Source: an optimization exercise on an open RTL-to-GDS flow (aim: small area, a short achievable clock period and few clock cycles). Production flows keep margins and buffers that such runs may drop. The RTL was checked by simulation tests, not by an equivalence proof against the original design. Power and IR drop assume default switching activity.

**flow/run.sh**
```bash
#!/bin/bash
# synth_recipe.tcl (not shown) runs the flow's synth.tcl, then flattens the netlist and writes it again
# the make line also repeats each setting of config.mk as NAME=value (left out here)
make -C /OpenROAD-flow-scripts/flow DESIGN_CONFIG=/design/flow/config.mk WORK_HOME=/design/flow/orfs CLKGATE_MAP_FILE= SYNTH_SCRIPT=/design/flow/synth_recipe.tcl finish
```
**flow/config.mk**
```make
export PLATFORM = sky130hd
export DESIGN_NAME = palettized_pixel_unpacker_unit
export DESIGN_NICKNAME = palettized_pixel_unpacker_unit
export VERILOG_FILES = /design/flow/design.v
export SDC_FILE = /design/flow/constraint.sdc
export NUM_CORES = 4
export LEC_CHECK = 0
export ABC_CLOCK_PERIOD_IN_PS = 3000
export CAP_MARGIN = 20
export CORE_MARGIN = 2
export CORE_UTILIZATION = 60
export CTS_CLUSTER_DIAMETER = 60
export CTS_CLUSTER_SIZE = 30
export PLACE_DENSITY = 0.7
export SETUP_SLACK_MARGIN = 5
export SLEW_MARGIN = 20
export SYNTH_MEMORY_MAX_BITS = 16384
```
**flow/constraint.sdc**
```tcl
create_clock -name core_clock -period 8.5 [get_ports {clk}]
set_input_delay 1.7000 -clock core_clock [delete_from_list [all_inputs] [get_ports {clk}]]
set_output_delay 1.7000 -clock core_clock [all_outputs]
set_load 0.01 [all_outputs]
```
**flow/design.v**
```verilog
package ppu_pkg;
	localparam int PALETTE_DEPTH_DEF = 256;
	localparam int MAX_WIDTH_DEF     = 4096;
	localparam int MAX_HEIGHT_DEF    = 4096;
	localparam int CFG_W   = 13;
	localparam int COORD_W = 12;
	localparam logic [1:0] OP_PALETTE = 2'd0;
	localparam logic [1:0] OP_DATA    = 2'd1;
	localparam logic [1:0] OP_RESTART = 2'd2;
	localparam logic [1:0] REG_DEPTH  = 2'd0;
	localparam logic [1:0] REG_WIDTH  = 2'd1;
	localparam logic [1:0] REG_HEIGHT = 2'd2;
	localparam logic [1:0] REG_STRIDE = 2'd3;
	localparam int RING_LB = 3;
	localparam int RING_N  = 1 << RING_LB;
	localparam int RINGS   = 256 >> RING_LB;
	localparam logic [1:0] BPP_1 = 2'd0;
	localparam logic [1:0] BPP_2 = 2'd1;
	localparam logic [1:0] BPP_4 = 2'd2;
	localparam logic [1:0] BPP_8 = 2'd3;
endpackage
import ppu_pkg::*;
module ppu_palette_ram #(
	parameter int NB = 6
) (
	input  logic         clk,
	input  logic         arst_n,
	input  logic         we,
	input  logic         rd_busy,
	input  logic [7:0]   waddr_a,   
	input  logic [7:0]   waddr_b,   
	input  logic         wsel,      
	input  logic [31:0]  wdata,
	output logic         w_ok,
	input  logic [7:0]   raddr,
	input  logic [RINGS-1:0]   rsel,
	output logic [RING_LB-1:0] t_nx,
	output logic [RING_N*32-1:0] p1,
	output logic         fwd_hit,
	output logic [31:0]  fwd_data
);
	logic [RING_LB-1:0] t;
	logic [31:0]        e [RINGS][RING_N];
	logic          b_valid [NB];
	logic          b_young [NB];
	logic [7:0]    b_slot  [NB];
	logic [31:0]   b_data  [NB];
	logic [7:0]    waddr;
	logic [NB-1:0] b_match;
	logic [NB-1:0] b_match_a;
	logic [NB-1:0] b_match_b;
	logic [NB-1:0] b_match_old;
	logic [NB-1:0] b_free;
	logic [NB-1:0] b_elig;
	logic [NB-1:0] b_drain;
	logic [NB-1:0] b_alloc;
	logic          any_match;
	logic          dr_en;
	logic [7:0]    dr_slot;
	logic [31:0]   dr_data;
	logic [RING_LB-1:0] t_next;
	logic          dq_valid;
	logic [7:0]    dq_slot;
	logic [31:0]   dq_data;
	assign t_next = t + RING_LB'(1);
	always_comb begin
		for (int j = 0; j < NB; j++) begin
			b_match_a[j]   = b_valid[j] && (b_slot[j] == waddr_a);
			b_match_b[j]   = b_valid[j] && (b_slot[j] == waddr_b);
			b_match[j]     = wsel ? b_match_b[j] : b_match_a[j];
			b_match_old[j] = b_match[j] && !b_young[j];
			b_free[j]      = !b_valid[j];
			b_elig[j]      = b_valid[j] && !b_young[j] && (b_slot[j][RING_LB-1:0] == t_next);
		end
	end
	assign waddr     = wsel ? waddr_b : waddr_a;
	assign any_match = |b_match;
	assign w_ok      = any_match ? !(rd_busy && |b_match_old) : |b_free;
	always_comb begin
		b_drain = '0;
		b_alloc = '0;
		for (int j = NB - 1; j >= 0; j--) begin
			if (b_elig[j]) begin
				b_drain = '0;
				b_drain[j] = 1'b1;
			end
			if (b_free[j]) begin
				b_alloc = '0;
				b_alloc[j] = 1'b1;
			end
		end
		if (!we || any_match) begin
			b_alloc = '0;
		end
	end
	always_comb begin
		dr_en   = |b_elig;
		dr_slot = '0;
		dr_data = '0;
		for (int j = 0; j < NB; j++) begin
			dr_slot = dr_slot | ({8{b_drain[j]}} & b_slot[j]);
			dr_data = dr_data | ({32{b_drain[j]}} & b_data[j]);
		end
	end
	always_ff @(posedge clk or negedge arst_n) begin
		if (!arst_n) begin
			t        <= '0;
			dq_valid <= 1'b0;
			for (int j = 0; j < NB; j++) begin
				b_valid[j] <= 1'b0;
				b_young[j] <= 1'b0;
			end
		end else begin
			t        <= t_next;
			dq_valid <= dr_en;
			for (int j = 0; j < NB; j++) begin
				if ((we && b_match[j]) || b_alloc[j]) begin
					b_valid[j] <= 1'b1;
					b_young[j] <= rd_busy;
				end else begin
					if (b_drain[j]) begin
						b_valid[j] <= 1'b0;   
					end
					if (!rd_busy) begin
						b_young[j] <= 1'b0;
					end
				end
			end
		end
	end
	always_ff @(posedge clk) begin
		dq_slot <= dr_slot;
		dq_data <= dr_data;
		for (int j = 0; j < NB; j++) begin
			if ((we && b_match[j]) || b_alloc[j]) begin
				b_slot[j] <= waddr;
				b_data[j] <= wdata;
			end
		end
	end
	for (genvar r = 0; r < RINGS; r++) begin : g_ring
		always_ff @(posedge clk) begin
			for (int k = 0; k < RING_N - 1; k++) begin
				e[r][k] <= e[r][k + 1];
			end
			e[r][RING_N-1] <= (dq_valid && dq_slot[7:RING_LB] == (8 - RING_LB)'(r))
				? dq_data : e[r][0];
		end
	end
	assign t_nx = t_next;
	always_comb begin
		p1 = '0;
		for (int k = 0; k < RING_N; k++) begin
			for (int r = 0; r < RINGS; r++) begin
				p1[k * 32 +: 32] = p1[k * 32 +: 32] | ({32{rsel[r]}} & e[r][k]);
			end
		end
	end
	always_comb begin
		fwd_hit  = dq_valid && dq_slot == raddr;
		fwd_data = dq_data;
		for (int j = 0; j < NB; j++) begin
			if (b_valid[j] && !b_young[j] && b_slot[j] == raddr) begin
				fwd_hit  = 1'b1;
				fwd_data = b_data[j];
			end
		end
	end
endmodule
import ppu_pkg::*;
module ppu_pixel_seq (
	input  logic               clk,
	input  logic               arst_n,
	input  logic               load_en,
	input  logic [7:0]         load_data,
	input  logic [1:0]         load_code,
	input  logic [COORD_W-1:0] load_x,
	input  logic [COORD_W-1:0] load_y,
	input  logic [2:0]         load_last_idx,
	input  logic               load_img_end,
	output logic               load_ok,
	output logic [7:0]         raddr,
	output logic [RINGS-1:0]   rsel,
	input  logic [RING_LB-1:0] t_nx,
	input  logic [RING_N*32-1:0] p1,
	input  logic               fwd_hit,
	input  logic [31:0]        fwd_data,
	output logic               out_valid,
	input  logic               out_stall,
	output logic [COORD_W-1:0] pixel_x,
	output logic [COORD_W-1:0] pixel_y,
	output logic [31:0]        pixel_color,
	output logic               last_of_byte,
	output logic               last_of_image
);
	localparam int PW = 2 * COORD_W + 34;   
	logic               s_valid;
	logic [7:0]         s_idx;
	logic [RINGS-1:0]   s_rsel;
	logic [RING_N-1:0]  s_ksel;
	logic [7:0]         s_data;
	logic [1:0]         s_code;
	logic [COORD_W-1:0] s_x;
	logic [COORD_W-1:0] s_y;
	logic [2:0]         s_cnt;
	logic               s_ie;
	logic               r1_valid;
	logic [RING_N*32-1:0] r1_p;
	logic [RING_N-1:0]  r1_ksel;
	logic [31:0]        r1_c;
	logic               r1_fh;
	logic [31:0]        r1_fd;
	logic [COORD_W-1:0] r1_x;
	logic [COORD_W-1:0] r1_y;
	logic               r1_lob;
	logic               r1_loi;
	logic [PW-1:0] ent [3];
	logic [1:0]    hd;       
	logic [1:0]    cnt;      
	logic [1:0]    tl;       
	logic [1:0]    hd_nx;
	logic [1:0]    cnt_nx;
	logic [PW-1:0] port_q;
	logic       issue;
	logic       s_last;
	logic       consume;
	logic [7:0] ld_idx;
	logic [7:0] ld_rest;
	logic [7:0] nx_idx;
	logic [7:0] nx_rest;
	logic [RINGS-1:0]  ld_rsel;
	logic [RINGS-1:0]  nx_rsel;
	logic [RING_N-1:0] ld_ksel;
	logic [RING_N-1:0] nx_ksel;
	logic [31:0] color_new;
	logic [PW-1:0] pix_new;
	always_comb begin
		unique case (load_code)
			BPP_1: begin
				ld_idx  = {7'd0, load_data[7]};
				ld_rest = {load_data[6:0], 1'b0};
			end
			BPP_2: begin
				ld_idx  = {6'd0, load_data[7:6]};
				ld_rest = {load_data[5:0], 2'b0};
			end
			BPP_4: begin
				ld_idx  = {4'd0, load_data[7:4]};
				ld_rest = {load_data[3:0], 4'b0};
			end
			default: begin
				ld_idx  = load_data;
				ld_rest = 8'd0;
			end
		endcase
	end
	always_comb begin
		unique case (s_code)
			BPP_1: begin
				nx_idx  = {7'd0, s_data[7]};
				nx_rest = {s_data[6:0], 1'b0};
			end
			BPP_2: begin
				nx_idx  = {6'd0, s_data[7:6]};
				nx_rest = {s_data[5:0], 2'b0};
			end
			BPP_4: begin
				nx_idx  = {4'd0, s_data[7:4]};
				nx_rest = {s_data[3:0], 4'b0};
			end
			default: begin
				nx_idx  = s_data;
				nx_rest = 8'd0;
			end
		endcase
	end
	assign ld_rsel = RINGS'(1) << ld_idx[7:RING_LB];
	assign nx_rsel = RINGS'(1) << nx_idx[7:RING_LB];
	assign ld_ksel = RING_N'(1) << RING_LB'(ld_idx[RING_LB-1:0] - t_nx);
	assign nx_ksel = RING_N'(1) << RING_LB'(nx_idx[RING_LB-1:0] - t_nx);
	assign issue   = s_valid && ({1'b0, r1_valid} + {1'b0, cnt} <= 3'd2);
	assign s_last  = (s_cnt == 3'd0);
	assign load_ok = !s_valid || (s_last && issue);
	assign raddr   = s_idx;
	assign rsel    = s_rsel;
	always_ff @(posedge clk or negedge arst_n) begin
		if (!arst_n) begin
			s_valid <= 1'b0;
		end else if (load_en) begin
			s_valid <= 1'b1;
		end else if (issue && s_last) begin
			s_valid <= 1'b0;
		end
	end
	always_ff @(posedge clk) begin
		if (load_en) begin
			s_idx  <= ld_idx;
			s_rsel <= ld_rsel;
			s_ksel <= ld_ksel;
			s_data <= ld_rest;
			s_code <= load_code;
			s_x    <= load_x;
			s_y    <= load_y;
			s_cnt  <= load_last_idx;
			s_ie   <= load_img_end;
		end else if (issue) begin
			s_idx  <= nx_idx;
			s_rsel <= nx_rsel;
			s_ksel <= nx_ksel;
			s_data <= nx_rest;
			s_x    <= s_x + COORD_W'(1);
			s_cnt  <= s_cnt - 3'd1;
		end else begin
			s_ksel <= {s_ksel[0], s_ksel[RING_N-1:1]};
		end
	end
	always_ff @(posedge clk or negedge arst_n) begin
		if (!arst_n) begin
			r1_valid <= 1'b0;
		end else begin
			r1_valid <= issue;
		end
	end
	always_ff @(posedge clk) begin
		r1_p    <= p1;
		r1_ksel <= s_ksel;
		r1_fh  <= fwd_hit;
		r1_fd  <= fwd_data;
		r1_x   <= s_x;
		r1_y   <= s_y;
		r1_lob <= s_last;
		r1_loi <= s_last && s_ie;
	end
	always_comb begin
		r1_c = '0;
		for (int k = 0; k < RING_N; k++) begin
			r1_c = r1_c | ({32{r1_ksel[k]}} & r1_p[k * 32 +: 32]);
		end
	end
	assign color_new = r1_fh ? r1_fd : r1_c;
	assign pix_new   = {r1_x, r1_y, color_new, r1_lob, r1_loi};
	assign consume   = out_valid && !out_stall;
	assign {pixel_x, pixel_y, pixel_color, last_of_byte, last_of_image} = port_q;
	always_comb begin
		unique case ({1'b0, hd} + {1'b0, cnt})
			3'd0, 3'd3: tl = 2'd0;
			3'd1, 3'd4: tl = 2'd1;
			default:    tl = 2'd2;
		endcase
		if (consume) begin
			hd_nx = (hd == 2'd2) ? 2'd0 : hd + 2'd1;
		end else begin
			hd_nx = hd;
		end
		cnt_nx = cnt + {1'b0, r1_valid} - {1'b0, consume};
	end
	always_ff @(posedge clk or negedge arst_n) begin
		if (!arst_n) begin
			hd        <= 2'd0;
			cnt       <= 2'd0;
			out_valid <= 1'b0;
		end else begin
			hd        <= hd_nx;
			cnt       <= cnt_nx;
			out_valid <= (cnt_nx != 2'd0);
		end
	end
	always_ff @(posedge clk) begin
		for (int i = 0; i < 3; i++) begin
			if (r1_valid && tl == 2'(i)) begin
				ent[i] <= pix_new;
			end
		end
		if (cnt == {1'b0, consume}) begin
			port_q <= pix_new;
		end else begin
			unique case (hd_nx)
				2'd0:    port_q <= ent[0];
				2'd1:    port_q <= ent[1];
				default: port_q <= ent[2];
			endcase
		end
	end
endmodule
import ppu_pkg::*;
module palettized_pixel_unpacker_unit
#(
	parameter int PALETTE_DEPTH = PALETTE_DEPTH_DEF,
	parameter int MAX_WIDTH     = MAX_WIDTH_DEF,
	parameter int MAX_HEIGHT    = MAX_HEIGHT_DEF
) (
	input  logic               clk,
	input  logic               arst_n,
	input  logic               cfg_valid,
	output logic               cfg_ready,
	input  logic [1:0]         cfg_index,
	input  logic [CFG_W-1:0]   cfg_data,
	input  logic               in_valid,
	output logic               in_stall,
	input  logic [1:0]         operation,
	input  logic [7:0]         palette_slot,
	input  logic [31:0]        palette_color,
	input  logic [7:0]         data_byte,
	output logic               out_valid,
	input  logic               out_stall,
	output logic [COORD_W-1:0] pixel_x,
	output logic [COORD_W-1:0] pixel_y,
	output logic [31:0]        pixel_color,
	output logic               last_of_byte,
	output logic               last_of_image
);
	logic [1:0]  depth_q;
	logic [3:0]  pb_q;       
	logic [12:0] widthc_q;   
	logic [11:0] hm1_q;      
	logic [12:0] sm1_q;      
	logic [12:0] cfg_clamp;
	assign cfg_clamp = (cfg_data == 13'd0) ? 13'd1
		: (cfg_data > 13'd4096) ? 13'd4096 : cfg_data;
	assign cfg_ready = 1'b1;
	always_ff @(posedge clk or negedge arst_n) begin
		if (!arst_n) begin
			depth_q  <= BPP_8;
			pb_q     <= 4'd1;
			widthc_q <= 13'd1;
			hm1_q    <= 12'd0;
			sm1_q    <= 13'd3;
		end else if (cfg_valid) begin
			unique case (cfg_index)
				REG_DEPTH: begin
					depth_q <= cfg_data[1:0];
					pb_q    <= 4'd8 >> cfg_data[1:0];
				end
				REG_WIDTH:  widthc_q <= cfg_clamp;
				REG_HEIGHT: hm1_q    <= 12'(cfg_clamp - 13'd1);
				REG_STRIDE: sm1_q    <= (cfg_data == 13'd0) ? 13'd0 : cfg_data - 13'd1;
				default: ;
			endcase
		end
	end
	logic [1:0]  f_op    [2];
	logic [7:0]  f_slot  [2];
	logic [31:0] f_color [2];
	logic [7:0]  f_byte  [2];
	logic        wp;
	logic        rp;
	logic [1:0]  cnt;
	logic        full_q;
	logic        accept;
	logic        pop;
	logic [1:0]  cnt_next;
	assign in_stall = full_q;
	assign accept   = in_valid && !full_q;
	assign cnt_next = cnt + {1'b0, accept} - {1'b0, pop};
	for (genvar k = 0; k < 2; k++) begin : g_q
		always_ff @(posedge clk) begin
			if (!full_q && wp == 1'(k)) begin
				f_op[k]    <= operation;
				f_slot[k]  <= palette_slot;
				f_color[k] <= palette_color;
				f_byte[k]  <= data_byte;
			end
		end
	end
	always_ff @(posedge clk or negedge arst_n) begin
		if (!arst_n) begin
			wp     <= 1'b0;
			rp     <= 1'b0;
			cnt    <= 2'd0;
			full_q <= 1'b0;
		end else begin
			wp     <= wp ^ accept;
			rp     <= rp ^ pop;
			cnt    <= cnt_next;
			full_q <= (cnt_next == 2'd2);
		end
	end
	logic        hv;
	logic [1:0]  h_op;
	logic [31:0] h_color;
	logic [7:0]  h_byte;
	assign hv      = (cnt != 2'd0);
	assign h_op    = f_op[rp];
	assign h_color = f_color[rp];
	assign h_byte  = f_byte[rp];
	logic [12:0] col_q;
	logic [12:0] rem_q;
	logic [11:0] row_q;
	logic [13:0] bir_q;
	logic        pad;
	logic        le;
	logic [3:0]  n;
	logic        last_row;
	logic        hit;
	logic        row_end;
	logic        img_end;
	logic        seq_ok;
	logic        load_en;
	logic        pal_we;
	assign pad      = (rem_q == 13'd0);
	assign le       = (rem_q <= {9'd0, pb_q});
	assign n        = le ? rem_q[3:0] : pb_q;
	assign last_row = (row_q >= hm1_q);
	assign hit      = (bir_q >= {1'b0, sm1_q});
	assign row_end  = (pad || le) && hit;
	assign img_end  = last_row && le;
	always_comb begin
		pop     = 1'b0;
		load_en = 1'b0;
		pal_we  = 1'b0;
		if (hv) begin
			unique case (h_op)
				OP_PALETTE: begin
					pop    = w_ok;
					pal_we = w_ok;
				end
				OP_DATA: begin
					pop     = pad || seq_ok;
					load_en = !pad && seq_ok;
				end
				default: pop = 1'b1;
			endcase
		end
	end
	always_ff @(posedge clk or negedge arst_n) begin
		if (!arst_n) begin
			col_q <= '0;
			rem_q <= 13'd1;
			row_q <= '0;
			bir_q <= '0;
		end else if (pop && h_op == OP_RESTART) begin
			col_q <= '0;
			rem_q <= widthc_q;
			row_q <= '0;
			bir_q <= '0;
		end else if (pop && h_op == OP_DATA) begin
			if (row_end) begin
				col_q <= '0;
				rem_q <= widthc_q;
				bir_q <= '0;
				row_q <= last_row ? 12'd0 : row_q + 12'd1;
			end else begin
				bir_q <= bir_q + 14'd1;
				if (!pad) begin
					col_q <= le ? widthc_q : col_q + {9'd0, pb_q};
					rem_q <= le ? 13'd0 : rem_q - {9'd0, pb_q};
				end
			end
		end else begin
			rem_q <= (widthc_q > col_q) ? widthc_q - col_q : 13'd0;
		end
	end
	logic [7:0]   raddr;
	logic [RINGS-1:0]   rsel;
	logic [RING_LB-1:0] t_nx;
	logic [RING_N*32-1:0] p1;
	logic         fwd_hit;
	logic [31:0]  fwd_data;
	logic         w_ok;
	ppu_palette_ram u_ram (
		.clk      (clk),
		.arst_n   (arst_n),
		.we       (pal_we),
		.rd_busy  (!seq_ok),
		.waddr_a  (f_slot[0]),
		.waddr_b  (f_slot[1]),
		.wsel     (rp),
		.wdata    (h_color),
		.w_ok     (w_ok),
		.raddr    (raddr),
		.rsel     (rsel),
		.t_nx     (t_nx),
		.p1       (p1),
		.fwd_hit  (fwd_hit),
		.fwd_data (fwd_data)
	);
	ppu_pixel_seq u_seq (
		.clk           (clk),
		.arst_n        (arst_n),
		.load_en       (load_en),
		.load_data     (h_byte),
		.load_code     (depth_q),
		.load_x        (col_q[11:0]),
		.load_y        (row_q),
		.load_last_idx (3'(n - 4'd1)),
		.load_img_end  (img_end),
		.load_ok       (seq_ok),
		.raddr         (raddr),
		.rsel          (rsel),
		.t_nx          (t_nx),
		.p1            (p1),
		.fwd_hit       (fwd_hit),
		.fwd_data      (fwd_data),
		.out_valid     (out_valid),
		.out_stall     (out_stall),
		.pixel_x       (pixel_x),
		.pixel_y       (pixel_y),
		.pixel_color   (pixel_color),
		.last_of_byte  (last_of_byte),
		.last_of_image (last_of_image)
	);
endmodule
```
==> results of run 1 <==
power by group:
| part | total [uW] | internal, uW | leakage (uW) | switching (uW) |
|---|---|---|---|---|
| sequential | 49200 | 47100 | 0.0766 | 2080 |
| combinational | 20400 | 3730 | 0.0267 | 16700 |
| clock | 29000 | 13600 | 0.00887 | 15500 |
| total | 98600 | 64400 | 0.112 | 34200 |
critical path, delay by kind of cell (launching register included):
| kind | cells | cell delay, ns |
|---|---|---|
| AO/OA/AOI/OAI | 1 | 0.27 |
| buffers and inverters | 1 | 0.54 |
| flip-flops | 1 | 0.62 |
| multiplexers | 1 | 0.81 |
| AND/OR/NAND/NOR | 1 | 0.93 |
synthesized netlist by cell type (all sizes together) (5+ instances only):
cell type | n | area share, %
a22o | 520 | 1.7
a211oi | 37 | 0.11
nand2b | 28 | 0.066
o221a | 5 | 0.021
nor4 | 25 | 0.077
or3 | 8 | 0.019
clkbuf | 1083 | 1.5
buf | 193 | 0.30
dfstp | 7 | 0.070
a21o | 50 | 0.14
o21a | 10 | 0.028
inv | 105 | 0.15
and2 | 13 | 0.033
edfxtp | 591 | 6.7
o21ai | 214 | 0.41
and3 | 28 | 0.066
nor2 | 249 | 0.35
xor2 | 66 | 0.23
mux2 | 1100 | 4.7
a31oi | 13 | 0.031
a22oi | 3274 | 9.3
nand4 | 570 | 1.3
fa | 6 | 0.045
a21oi | 125 | 0.24
a221o | 84 | 0.32
or2 | 7 | 0.017
nand3 | 564 | 1.1
xnor2 | 114 | 0.38
o31ai | 17 | 0.048
nand2 | 214 | 0.31
ha | 66 | 0.31
or4 | 258 | 0.73
a221oi | 514 | 1.7
nor2b | 29 | 0.069
nor3 | 51 | 0.099
dfxtp | 8621 | 65
o22ai | 9 | 0.021
dfrtp | 117 | 1.1
mux2i | 152 | 0.61
layout make-up:
type	instances	area, um2
antenna	31	77.6
clock buffer	603	14100
clock inverter	334	4090
fill	31500	147000
inverter	106	422
multi-input combinational	8481	66100
sequential	9336	194000
tap	5880	7360
timing repair buffer	495	4980
registers in the layout, indices dropped and copies added, names as in the netlist, 32 cells and up:
register       flops
u_seq.r1_p       256
u_seq.r1_fd       32
u_ram.e         8192
u_ram.dq_data     32
u_ram.b_data     192
u_seq.s_rsel      32
u_ram.b_slot      48
f_color           64
u_seq.port_q      58
u_seq.ent        174
through the flow:
step	hold slack, ns	cell area (um2)
after global routing	0.319	291000
after floorplan	0.323	264000
after CTS	0.312	290000
after global placement	0.328	271000
final	0.306	291000
after detailed placement	0.327	271000
metal layers:
| metal | vias to the layer above | global-route usage (%) |
|---|---|---|
| li1 | 71300 | - |
| met1 | 86500 | 54.1 |
| met2 | 13800 | 58.6 |
| met3 | 3123 | 11.8 |
| met4 | 46 | 21.4 |
| met5 | - | 0 |
logic make-up after synthesis:
logic type | share of synthesized area [%]
AND/OR/NAND/NOR | 4.30
multiplexers | 5.31
AO/OA/AOI/OAI | 14.2
XOR/XNOR | 0.604
buffers and inverters | 1.99
adder cells (fa/ha/maj) | 0.362
flip-flops | 73.2
other | 0.00142
path summary, 6_finish.rpt:
check	from	end	cells after the start
worst max-delay path	u_seq.r1_ksel[1]	u_seq.ent[0][29]	4
worst max register to register	u_seq.r1_ksel[1]	u_seq.ent[0][29]	4
max in group asynchronous	arst_n	rp	2
worst min register to register	u_ram.e[204][2]	u_ram.e[203][2]	0
worst min-delay path	u_ram.e[204][2]	u_ram.e[203][2]	0
min in group asynchronous	arst_n	bir_q[4]	1
repair_timing:
| action | CTS | global route |
|---|---|---|
| cloned | 6 | 5 |
| buffers inserted | 24 | 25 |
| pin swaps | 15 | 18 |
| gates resized for setup | 177 | 34 |
| setup endpoints to repair | 672 | 454 |
==> results.cfg, run 1 <==
[status]
run_status = no timing/DRC/antenna violations

[global_route]
grt_max_degree = 133
antenna_found_initial = 73
gr-total-overflow = 0
grt_first_pass_wirelength_um = 1270000
grt.total_usage_pct = 40.2
first_global_vias = 168000

[clocking]
h-tree-depth = 6
cts_tree = yes
insertion_delay_ns = 1.11
ctsHoldBuffers = 0
cts_root_buffer = clkbuf_16
path_clk_slew_ns = 0.10
cts_buffers = 522
cts.sinks = 9336
clockBufferDepth = 4

[job]
maxCapViolations = 0

[yosys]
yosys_warnings = 17
synth_edf_count = 591
synth_nets = 19300
synth-seq-cells = 9336
synthDistinctLibCells = 86
syn_inst = 19200
synthesis.area_mm2 = 0.264
synth_top_flop_cell = dfxtp_1
synth.avg_cell_area_um2 = 13.8
ys_seq_area_share_pct = 73.2
async_flop_share_pct = 1.33

[setup_path]
crit_slowest_cell = nand4_1
arrival_ns = 4.42
ff2ff_setup_slack_ns = 4.88
path_max_fanout = 20
crit_chain = buf_4 -> a22oi_1 -> nand4_1 -> mux2_2
worst_setup_path_end_kind = flip-flop
path_class = reg -> reg
worstSetupStartpointType = flip-flop
required_ns = 9.30
max_stage_delay_ns = 0.93

[power]
power_uw = 98600
peakVddDrop_mv = 0.517
p_per_area_mw_per_mm2 = 339
p_leak_uw = 0.112

[drt]
drtAntennaViolNets = 0
wl_met1_um = 356000
wire_per_inst_um = 36.8
drt_first_pass_iters = 16
wirelength_um = 930000
viasPerCell = 6.91
wl_met2_um = 393000
drc_errors = 0
highest_layer = met5
vias = 175000
wl_met3_um = 124000
drtIter0Drc = 28100

[floorplanning]
die_width_um = 668
start_util_pct = 60.3
num_rows = 243
die_area_mm2 = 0.446
io_pins = 131
die_h_um = 668
core_area_mm2 = 0.438

[sta]
tns_ns = 0
fin_skew_ns = 0.0650
relSlewSlack_pct = 10.5
maxSlewViolCount = 0
setup_viol = 0
worst_pin_slew_ns = 1.34
final.period_utilization_pct = 42.6
post-route-worst-setup-slack_ns = 4.88
layout_min_cycle_time_ns = 3.62
rsz0062_at_grt = yes
max_freq_mhz = 276
hold_viol = 0

[layout]
drive_gt1_share_pct = 13.3
final_cell_count_no_fill = 25300
area_growth_syn_to_layout_pct = 10.0
final_util_pct = 66.4
final_common_cell = dfxtp_1
mostFrequentLayoutCells = 8580 x dfxtp_1, 3274 x a22oi_1, 1099 x mux2_2
fin_nets = 19100

[place]
dpl.cell_count = 24200
dpl.hpwl_um = 579000
port_buffers = 129
pre_cts_ws_ns = 3.29
gp_congestion = 0.952

[hold_path]
hold_class = reg -> reg
Testbench counts, summed over its fixed seeds: cycles 18,382.
==> inputs of run 2 (changes only) <==
--- a/flow/config.mk
+++ b/flow/config.mk
@@ -10,6 +10,6 @@
 export CORE_MARGIN = 2
-export CORE_UTILIZATION = 60
+export CORE_UTILIZATION = 70
 export CTS_CLUSTER_DIAMETER = 60
 export CTS_CLUSTER_SIZE = 30
-export PLACE_DENSITY = 0.7
+export PLACE_DENSITY = 0.8
 export SETUP_SLACK_MARGIN = 5
==> run 2 against run 1 <==
Highest routed layer unchanged; largest cell class unchanged; critical path depth is 2 higher; sequential cell count unchanged; first-iteration DRC count rose by 11%; still clean on timing, DRC and antenna.
==> results.cfg, run 2 <==
[global_route]
antenna_found_initial = 88
grt_first_pass_wirelength_um = 1260000
first_global_vias = 173000
grt.total_usage_pct = 46.3
grt_max_degree = 103
gr-total-overflow = 0

[layout]
top_regs = u_ram.e: 8192 flops, u_seq.r1_p: 256 flops, u_ram.b_data: 192 flops
final_cell_count_no_fill = 24400
largest_reg_flops = 8192
final_common_cell = dfxtp_1
drive_gt1_share_pct = 13.1
fin_nets = 19000
mostFrequentLayoutCells = 8585 x dfxtp_1, 3274 x a22oi_1, 1098 x mux2_2
largest_register = u_ram.e
area_growth_syn_to_layout_pct = 9.30

[clocking]
cts.sinks = 9336
cts_root_buffer = clkbuf_16
cts_tree = yes
ctsHoldBuffers = 0
clockBufferDepth = 4
insertion_delay_ns = 1.11
path_clk_slew_ns = 0.10
h-tree-depth = 5
cts_buffers = 473

[sta]
tns_ns = 0
final.period_utilization_pct = 42.1
setup_viol = 0
post-route-worst-setup-slack_ns = 4.92
hold_viol = 0
relSlewSlack_pct = 15.9
fin_skew_ns = 0.0690
layout_min_cycle_time_ns = 3.58
maxSlewViolCount = 0
fin_hold_ws_ns = 0.320
max_freq_mhz = 279
worst_pin_slew_ns = 1.26
rsz0062_at_grt = yes

[floorplanning]
core_area_mm2 = 0.376
die_area_mm2 = 0.382
start_util_pct = 70.3
die_h_um = 618
num_rows = 225
die_width_um = 618
io_pins = 131

[drt]
wirelength_um = 919000
drtAntennaViolNets = 0
wire_per_inst_um = 37.7
drt_first_pass_iters = 12
drc_errors = 0
viasPerCell = 7.41
drtIter0Drc = 31000
vias = 181000

[setup_path]
critPathCapture = u_seq.port_q[17]
arrival_ns = 4.56
r2r-end = u_seq.port_q[17]
path_class = reg -> reg
cp-startpoint = u_seq.r1_ksel[2]
required_ns = 9.48
worstSetupStartpointType = flip-flop
r2r_cells = 6
r2r_start = u_seq.r1_ksel[2]
worst_setup_path_end_kind = flip-flop
ff2ff_setup_slack_ns = 4.92
path_max_fanout = 15

[yosys]
synthDistinctLibCells = 86
synthesis.area_mm2 = 0.264
async_flop_share_pct = 1.33
synth_edf_count = 591
yosysTopAreaCell = dfxtp_1
yosysTopAreaCellShare_pct = 65.3
ys_seq_area_share_pct = 73.2
synth_nets = 19300
synth-seq-cells = 9336
yosysMostFrequentCell = dfxtp_1
yosys_warnings = 17
synth.avg_cell_area_um2 = 13.8
synth_top_flop_cell = dfxtp_1
syn_inst = 19200
synth_area_leaders = dfxtp_1 65%, a22oi_1 9.3%, edfxtp_1 6.7%
synth_commonest_cells = 8621 x dfxtp_1, 3274 x a22oi_1, 1100 x mux2_2

[place]
dpl.cell_count = 23300
pre_cts_ws_ns = 3.25
dpl.hpwl_um = 563000
gp_congestion = 0.990
port_buffers = 129

[power]
p_per_area_mw_per_mm2 = 337
peakVddDrop_mv = 0.573
p_leak_uw = 0.112

[job]
maxCapViolations = 0

[hold_path]
hold_class = reg -> reg

[status]
run_status = no timing/DRC/antenna violations
run 2: cell count changes in the layout (fill, tap and decap cells not counted), sizes merged:
| cell | before | now |
|---|---|---|
| inv | 264 | 293 |
| clkdlybuf4s15 | 21 | 13 |
| clkinv | 112 | 125 |
| and2 | 18 | 25 |
| dlymetal6s2s | 2 | 3 |
| clkbuf | 607 | 524 |
| nor2 | 251 | 250 |
| bufinv | 31 | 17 |
| diode | 31 | 75 |
| clkinvlp | 33 | 27 |
| dlygate4sd2 | 41 | 48 |
run 2: layout make-up:
| type | instances | area [um2] |
|---|---|---|
| antenna | 75 | 188 |
| clock buffer | 516 | 12400 |
| clock inverter | 354 | 4710 |
| fill | 22700 | 86800 |
| inverter | 106 | 432 |
| multi-input combinational | 8487 | 66300 |
| sequential | 9336 | 194000 |
| tap | 4994 | 6250 |
| timing repair buffer | 499 | 4960 |
| timing repair inverter | 2 | 25.0 |
run 2: stage by stage:
stage                     util, %  area, um2  total power, uW
after floorplan                 -     264000            58400
after CTS                    76.6     288000            95300
after global placement       71.9     270000            68300
after detailed placement     71.9     270000            68600
final                        76.9     289000            97400
after global routing         76.9     289000            98400
run 2: worst min path at each step:
stage	endpoint	slack (ns)	depth (start not counted)	start
floorplan	u_seq.r1_y[0]	0.32	0	u_seq.s_y[0]
global placement	u_seq.r1_y[1]	0.32	0	u_seq.s_y[1]
detailed placement	u_seq.r1_y[1]	0.33	0	u_seq.s_y[1]
CTS	u_ram.e[141][26]	0.33	0	u_ram.e[142][26]
global route	u_ram.e[249][1]	0.32	0	u_ram.e[250][1]
finish	u_ram.e[249][1]	0.32	0	u_ram.e[250][1]
run 2: kinds of logic after synthesis:
logic type	count (synthesis)	share of synthesized area, %
adders and majority gates	73	0.362
DFF	9336	73.2
AOI/OAI and AO/OA	4908	14.2
and+or+nand+nor	2058	4.30
muxes	1253	5.31
buffers and inverters	1382	1.99
other	1	0.00142
xor gates and xnor gates	180	0.604
run 2: critical path, cell delays in order (launching register included):
cell	delay [ns]
dfxtp_4	0.46
buf_4	0.35
buf_6	0.29
a22oi_1	0.32
nand4_1	0.95
mux2_4	0.73
a21o_1	0.18
run 2: report_power, final:
group	internal, uW	leakage [uW]	switching, uW
Combinational	3730	0.0268	16600
Clock	12000	0.00825	15700
Sequential	47100	0.0766	2160
Total	62800	0.112	34600
run 2: repair_timing:
item                                    4_1_cts  5_1_grt
endpoints found under the hold margin         0        0
endpoints found under the setup margin      672      448
gates cloned                                  8       17
resized for setup                           144       81
setup buffers                                34       30
pin swaps                                    15       31
run 2: per-layer routing:
layer	track usage, %	share of wire (%)
met1	59.2	35
met2	65.9	41
met5	0	0.047
met4	28.8	7.5
met3	18.2	16
==> inputs of run 3 (changes only) <==
--- a/flow/design.v
+++ b/flow/design.v
@@ -441,5 +441,4 @@
 	logic [1:0]  f_op    [2];
-	logic [7:0]  f_slot  [2];
+	logic [7:0]  f_arg   [2];   
 	logic [31:0] f_color [2];
-	logic [7:0]  f_byte  [2];
 	logic        wp;
@@ -458,5 +457,4 @@
 				f_op[k]    <= operation;
-				f_slot[k]  <= palette_slot;
+				f_arg[k]   <= (operation == OP_PALETTE) ? palette_slot : data_byte;
 				f_color[k] <= palette_color;
-				f_byte[k]  <= data_byte;
 			end
@@ -484,3 +482,3 @@
 	assign h_color = f_color[rp];
-	assign h_byte  = f_byte[rp];
+	assign h_byte  = f_arg[rp];
 	logic [12:0] col_q;
@@ -564,4 +562,4 @@
 		.rd_busy  (!seq_ok),
-		.waddr_a  (f_slot[0]),
-		.waddr_b  (f_slot[1]),
+		.waddr_a  (f_arg[0]),
+		.waddr_b  (f_arg[1]),
 		.wsel     (rp),
==> run 3 against run 2 <==
Wire length barely moved; largest power group unchanged; clock-buffer cell count fell by 19; highest routed layer unchanged; synthesized cell count fell by 0.36%; die area fell by 0.17%; critical path type unchanged; sequential share of layout area barely moved; utilization fell by 0.13 points; via count fell by 0.18%; global-route usage rose by 0.21 points; maximum frequency fell by 3.5%; still clean.
==> results.cfg, run 3 <==
[clocking]
cts.sinks = 9320
ctsHoldBuffers = 0
h-tree-depth = 5
cts_root_buffer = clkbuf_16
cts_tree = yes
path_clk_slew_ns = 0.10
cts_buffers = 474
insertion_delay_ns = 1.08
clockBufferDepth = 4

[yosys]
synthDistinctLibCells = 83
yosysMostFrequentCell = dfxtp_1
async_flop_share_pct = 1.33
synth.avg_cell_area_um2 = 13.8
synthesis.area_mm2 = 0.264
syn_inst = 19100
synth_area_leaders = dfxtp_1 65%, a22oi_1 9.3%, edfxtp_1 6.5%
yosysTopAreaCellShare_pct = 65.4
synth_edf_count = 575
synth_commonest_cells = 8621 x dfxtp_1, 3279 x a22oi_1, 1106 x mux2_2
synth_top_flop_cell = dfxtp_1
yosysTopAreaCell = dfxtp_1
synth-seq-cells = 9320
ys_seq_area_share_pct = 73.2
synth_nets = 19300
yosys_warnings = 15

[layout]
top_regs = u_ram.e: 8192 flops, u_seq.r1_p: 256 flops, u_ram.b_data: 192 flops
mostFrequentLayoutCells = 8585 x dfxtp_1, 3279 x a22oi_1, 1106 x mux2_2
largest_register = u_ram.e
fin_nets = 19000
area_growth_syn_to_layout_pct = 9.23
largest_reg_flops = 8192
drive_gt1_share_pct = 13.1
fillers = 22500
final_common_cell = dfxtp_1

[global_route]
grt.total_usage_pct = 46.5
grt_first_pass_wirelength_um = 1260000
first_global_vias = 173000
grt_max_degree = 117
gr-total-overflow = 0
antenna_found_initial = 81

[setup_path]
crit_chain = buf_4 -> buf_4 -> a22oi_1 -> nand4_1 -> mux2_2
r2r_start = u_seq.r1_ksel[3]
arrival_ns = 4.55
cp-startpoint = u_seq.r1_ksel[3]
crit_buf_inv = 2
worst_setup_path_end_kind = flip-flop
max_stage_delay_ns = 0.86
cp_common_cell = buf_4
critPathTopFamily = buffers and inverters
required_ns = 9.34
path_class = reg -> reg
path_max_fanout = 19
ff2ff_setup_slack_ns = 4.79
worstSetupStartpointType = flip-flop
crit_slowest_cell = dfxtp_4

[drt]
drtIter0Drc = 31900
drtAntennaViolNets = 0
drc_errors = 0
viasPerCell = 7.42
wire_per_inst_um = 37.9
wirelength_um = 920000
drt_first_pass_iters = 10
vias = 180000

[floorplanning]
core_area_mm2 = 0.375
num_rows = 225
die_h_um = 618
die_width_um = 618
die_area_mm2 = 0.382
start_util_pct = 70.3
io_pins = 131

[hold_path]
hold_start = u_ram.e[225][9]
hold_class = reg -> reg

[power]
p_leak_uw = 0.111
peakVddDrop_mv = 0.506
p_per_area_mw_per_mm2 = 350
power_uw = 101000

[sta]
hold_viol = 0
final.period_utilization_pct = 43.6
relSlewSlack_pct = 14.0
rsz0062_at_grt = yes
worst_pin_slew_ns = 1.29
fin_skew_ns = 0.0549
tns_ns = 0
layout_min_cycle_time_ns = 3.71
max_freq_mhz = 270
setup_viol = 0
maxSlewViolCount = 0

[place]
gp_congestion = 0.997
port_buffers = 129
dpl.hpwl_um = 564000

[job]
maxCapViolations = 0

[status]
run_status = no timing/DRC/antenna violations
-- run 3: cell type report --
cell class	count	area (um2)	area share (%)
clock buffers	497	12100	4.20
well taps	4994	6250	2.17
diodes	79	198	0.0686
clock inverters	375	5100	1.77
repair buffers	493	4720	1.64
inverters	89	339	0.118
multi-input cells	8434	66300	23.0
flip-flops and latches	9320	193000	67.0
-- run 3: repair_timing --
| action | 4_1_cts | 5_1_grt |
|---|---|---|
| endpoints found under the setup margin | 525 | 427 |
| pin swaps | 7 | 12 |
| setup buffers | 28 | 35 |
| gates cloned | 1 | 0 |
| gates resized for setup | 120 | 30 |
-- run 3: logic make-up (layout without fill, tap and decap cells) --
kind of cell	after synthesis	in the layout	synth area share, %
xor gates and xnor gates	182	182	0.607
buffers and inverters	1367	1454	1.96
other	1	80	0.00142
and+or+nand+nor	1992	1992	4.22
adders and majority gates	72	72	0.359
AOI/OAI and AO/OA	4941	4941	14.4
muxes	1246	1246	5.27
DFF	9320	9320	73.2
-- run 3: final timing paths --
check,end,cells after the start
worst max-delay path,u_seq.ent[2][25],5
worst min-delay path,u_ram.e[224][9],0
worst max register to register,u_seq.ent[2][25],5
worst min register to register,u_ram.e[224][9],0
max in group asynchronous,rp,2
min in group asynchronous,sm1_q[9],1
-- run 3: layer usage --
layer	wire length (um)	up-vias	track usage, %
met2	383000	17100	66.5
met4	72900	52	31.1
met5	383	-	0
li1	-	71100	-
met3	142000	4593	17.2
met1	322000	87400	59.2
-- run 3: metrics by stage --
| stage | util, % | hold WS (ns) | cells | instance area, um2 | worst slack [ns] |
|---|---|---|---|---|---|
| 2_1_floorplan | - | 0.323 | 19100 | 264000 | 4.64 |
| 3_3_place_gp | 71.9 | 0.324 | 23300 | 270000 | 3.44 |
| 3_5_place_dp | 71.9 | 0.327 | 23300 | 270000 | 3.48 |
| 4_1_cts | 76.6 | 0.328 | 24200 | 287000 | 4.89 |
| 5_1_grt | 76.7 | 0.331 | 24200 | 288000 | 4.86 |
| 6_report | 76.8 | 0.317 | 24300 | 288000 | 4.79 |
-- run 3: power breakdown --
group          total (uW)  internal [uW]  switching, uW
logic               22000           4350          17700
registers           50900          47900           2970
clock network       27800          12000          15800
Testbench counts of run 3, summed over its fixed seeds: cycles 18,382.
==> inputs of run 4 (changes only) <==
--- a/flow/config.mk
+++ b/flow/config.mk
@@ -10,6 +10,6 @@
 export CORE_MARGIN = 2
-export CORE_UTILIZATION = 70
+export CORE_UTILIZATION = 60
 export CTS_CLUSTER_DIAMETER = 60
 export CTS_CLUSTER_SIZE = 30
-export PLACE_DENSITY = 0.8
+export PLACE_DENSITY = 0.7
 export SETUP_SLACK_MARGIN = 5
@@ -17 +17,2 @@
 export SYNTH_MEMORY_MAX_BITS = 16384
+export TNS_END_PERCENT = 10
==> run 4 against run 3 <==
Critical path depth is 1 lower; maximum frequency fell by 4.3%; area after synthesis stayed put; sequential cell count unchanged; register-to-register slack worse by 0.17 ns; setup slack got worse by 0.17 ns; critical endpoint is now u_ram.e[255][26].
==> results.cfg, run 4 <==
[status]
run_status = no timing/DRC/antenna violations

[floorplanning]
core_area_mm2 = 0.438
die_area_mm2 = 0.445
die_width_um = 667
die_h_um = 667
start_util_pct = 60.2
num_rows = 243
io_pins = 131

[layout]
area_growth_syn_to_layout_pct = 10.2
largest_reg_flops = 8192
mostFrequentLayoutCells = 8602 x dfxtp_1, 3279 x a22oi_1, 1106 x mux2_2
largest_register = u_ram.e
drive_gt1_share_pct = 13.4
final_cell_count_no_fill = 25100
top_regs = u_ram.e: 8192 flops, u_seq.r1_p: 256 flops, u_ram.b_data: 192 flops
final_common_cell = dfxtp_1
fin_nets = 19000

[setup_path]
arrival_ns = 4.86
required_ns = 9.48
worstSetupStartpointType = flip-flop
path_max_fanout = 24
path_class = reg -> reg
worst_setup_path_end_kind = flip-flop

[clocking]
cts.sinks = 9320
clockBufferDepth = 4
cts_root_buffer = clkbuf_16
cts_buffers = 531
h-tree-depth = 6
insertion_delay_ns = 1.10
cts_tree = yes
path_clk_slew_ns = 0.10

[yosys]
yosysTopAreaCellShare_pct = 65.4
synth_nets = 19300
synth_commonest_cells = 8621 x dfxtp_1, 3279 x a22oi_1, 1106 x mux2_2
synth_top_flop_cell = dfxtp_1
synth_area_leaders = dfxtp_1 65%, a22oi_1 9.3%, edfxtp_1 6.5%
synthDistinctLibCells = 83
synthesis.area_mm2 = 0.264
syn_inst = 19100
yosysMostFrequentCell = dfxtp_1
synth.avg_cell_area_um2 = 13.8
synth-seq-cells = 9320
yosysTopAreaCell = dfxtp_1
async_flop_share_pct = 1.33
yosys_warnings = 15
ys_seq_area_share_pct = 73.2
synth_edf_count = 575

[global_route]
grt.total_usage_pct = 40.4
first_global_vias = 168000
grt_max_degree = 108
antenna_found_initial = 90
grt_first_pass_wirelength_um = 1270000
gr-total-overflow = 0

[drt]
drtIter0Drc = 28500
wire_per_inst_um = 37.1
wirelength_um = 931000
drt_first_pass_iters = 9
drc_errors = 0
vias = 175000
drtAntennaViolNets = 0
viasPerCell = 6.96

[job]
maxCapViolations = 0

[power]
peakVddDrop_mv = 0.697
p_per_area_mw_per_mm2 = 353
p_leak_uw = 0.112

[sta]
relSlewSlack_pct = 13.4
max_freq_mhz = 258
post-route-worst-setup-slack_ns = 4.63
maxSlewViolCount = 0
layout_min_cycle_time_ns = 3.87
setup_viol = 0
hold_viol = 0
worst_pin_slew_ns = 1.30
fin_skew_ns = 0.0517
rsz0062_at_grt = yes
tns_ns = 0
final.period_utilization_pct = 45.6
fin_hold_ws_ns = 0.320

[place]
pre_cts_ws_ns = 3.28
dpl.hpwl_um = 583000
dpl.cell_count = 24000
gp_congestion = 0.954
port_buffers = 129

[hold_path]
hold_class = reg -> reg
-- run 4: changes by cell type in the layout (fill, tap and decap cells not counted), moves of 20 or more --
| cell | previous run | this run |
|---|---|---|
| clkbuf_16 | 476 | 559 |
| clkdlybuf4s50_1 | 62 | 118 |
| dlygate4sd2_1 | 59 | 3 |
| clkinv_8 | 64 | 38 |
| inv_6 | 68 | 92 |
| inv_12 | 36 | 14 |
| clkinv_2 | 13 | 33 |
-- run 4: cells by family after synthesis --
kind of cell,after synthesis,synth area share [%]
simple gates,1992,4.22
buf+inv,1367,1.96
flops,9320,73.2
fa+ha+maj,72,0.359
xor+xnor,182,0.607
mux,1246,5.27
other cells,1,0.00142
compound gates,4941,14.4
-- run 4: path summary, 6_finish.rpt --
path	start	endpoint	slack [ns]	cells after the start
max	u_ram.dq_slot[6]	u_ram.e[255][26]	4.63	4
max reg2reg	u_ram.dq_slot[6]	u_ram.e[255][26]	4.63	4
min	u_ram.e[7][16]	u_ram.e[6][16]	0.32	0
max in group asynchronous	arst_n	rp	6.44	2
min reg2reg	u_ram.e[7][16]	u_ram.e[6][16]	0.32	0
min in group asynchronous	arst_n	row_q[10]	0.67	1
-- run 4: critical path, stage by stage, from the launching register on --
cell and delay, ns:
dfxtp_1 0.66, nand2_1 0.49, nor2_4 1.11, buf_4 0.97, mux2_2 0.43
-- run 4: area by class of cell --
class                           count  area [um2]
Multi-Input combinational cell   8434       66300
Inverter                           89         338
Fill cell                       31800      147000
Timing Repair Buffer              500        4800
Sequential cell                  9320      193000
Antenna cell                       64         160
Clock buffer                      605       14400
Clock inverter                    361        4370
Tap cell                         5757        7200
-- run 4: power breakdown --
group / internal, uW / total (uW) / switching [uW]
clock: 14000 / 29500 / 15500
combinational: 4470 / 22500 / 18000
sequential: 47900 / 50500 / 2550
total: 66400 / 102000 / 36100
-- run 4: what timing repair did --
| item | 4_1_cts | 5_1_grt |
|---|---|---|
| gates cloned | 0 | 2 |
| pin swaps | 5 | 20 |
| setup buffers | 23 | 29 |
| setup endpoints to repair | 598 | 619 |
| hold buffers | 0 | 0 |
| resized for setup | 29 | 59 |
-- run 4: metal layers --
metal	global-route usage [%]	share of wire (%)	wire [um]	vias up
li1	-	-	-	71200
met1	54.3	38	356000	86800
met2	59.0	43	397000	13900
met3	12.2	13	124000	3034
met4	20.7	5.8	54400	40
met5	0.0977	0.035	330	-
-- run 4: per-stage QoR --
stage	utilization [%]	total power, uW	area (um2)
finish	66.4	102000	291000
global route	66.3	104000	290000
floorplan	-	60500	264000
CTS	66.2	101000	290000
global placement	61.8	72000	271000
detailed placement	61.8	72100	271000

[afterwards: timing with drivers on the ports]
No port has a modelled driver above. Below, the same layouts with a new extraction and two added sets of constraints.
Step 1 (the two cells are an assumption about what drives the block):
set clk [get_ports {clk}]
set_driving_cell -lib_cell sky130_fd_sc_hd__clkbuf_16 $clk
set_driving_cell -lib_cell sky130_fd_sc_hd__buf_2 [delete_from_list [all_inputs] $clk]
Step 2 adds t to the input delays and takes it off the output delays; t is the mean of the earliest and latest rising clock arrival at the registers after step 1. Input paths then give back, and output paths get back, about the clock's delay inside the block.
a / b / c = ideal / step 1 / step 2; a / b = the first two.
| run | t (ns) | setup slack, ns | clock arrival spread, ns |
|---|---|---|---|
| run 1 | 1.218 | 4.879 / 4.879 / 4.044 | 0.073 / 0.073 |
| run 2 | 1.195 | 4.921 / 4.887 / 4.008 | 0.081 / 0.081 |
| run 3 | 1.180 | 4.792 / 4.792 / 4.059 | 0.069 / 0.070 |
| run 4 | 1.196 | 4.625 / 4.596 / 3.766 | 0.065 / 0.065 |
After both steps setup and hold are still met in every run listed. The setup slack of run 2, which loses most, moves by -0.034 ns with the drivers and by -0.913 ns with both steps.
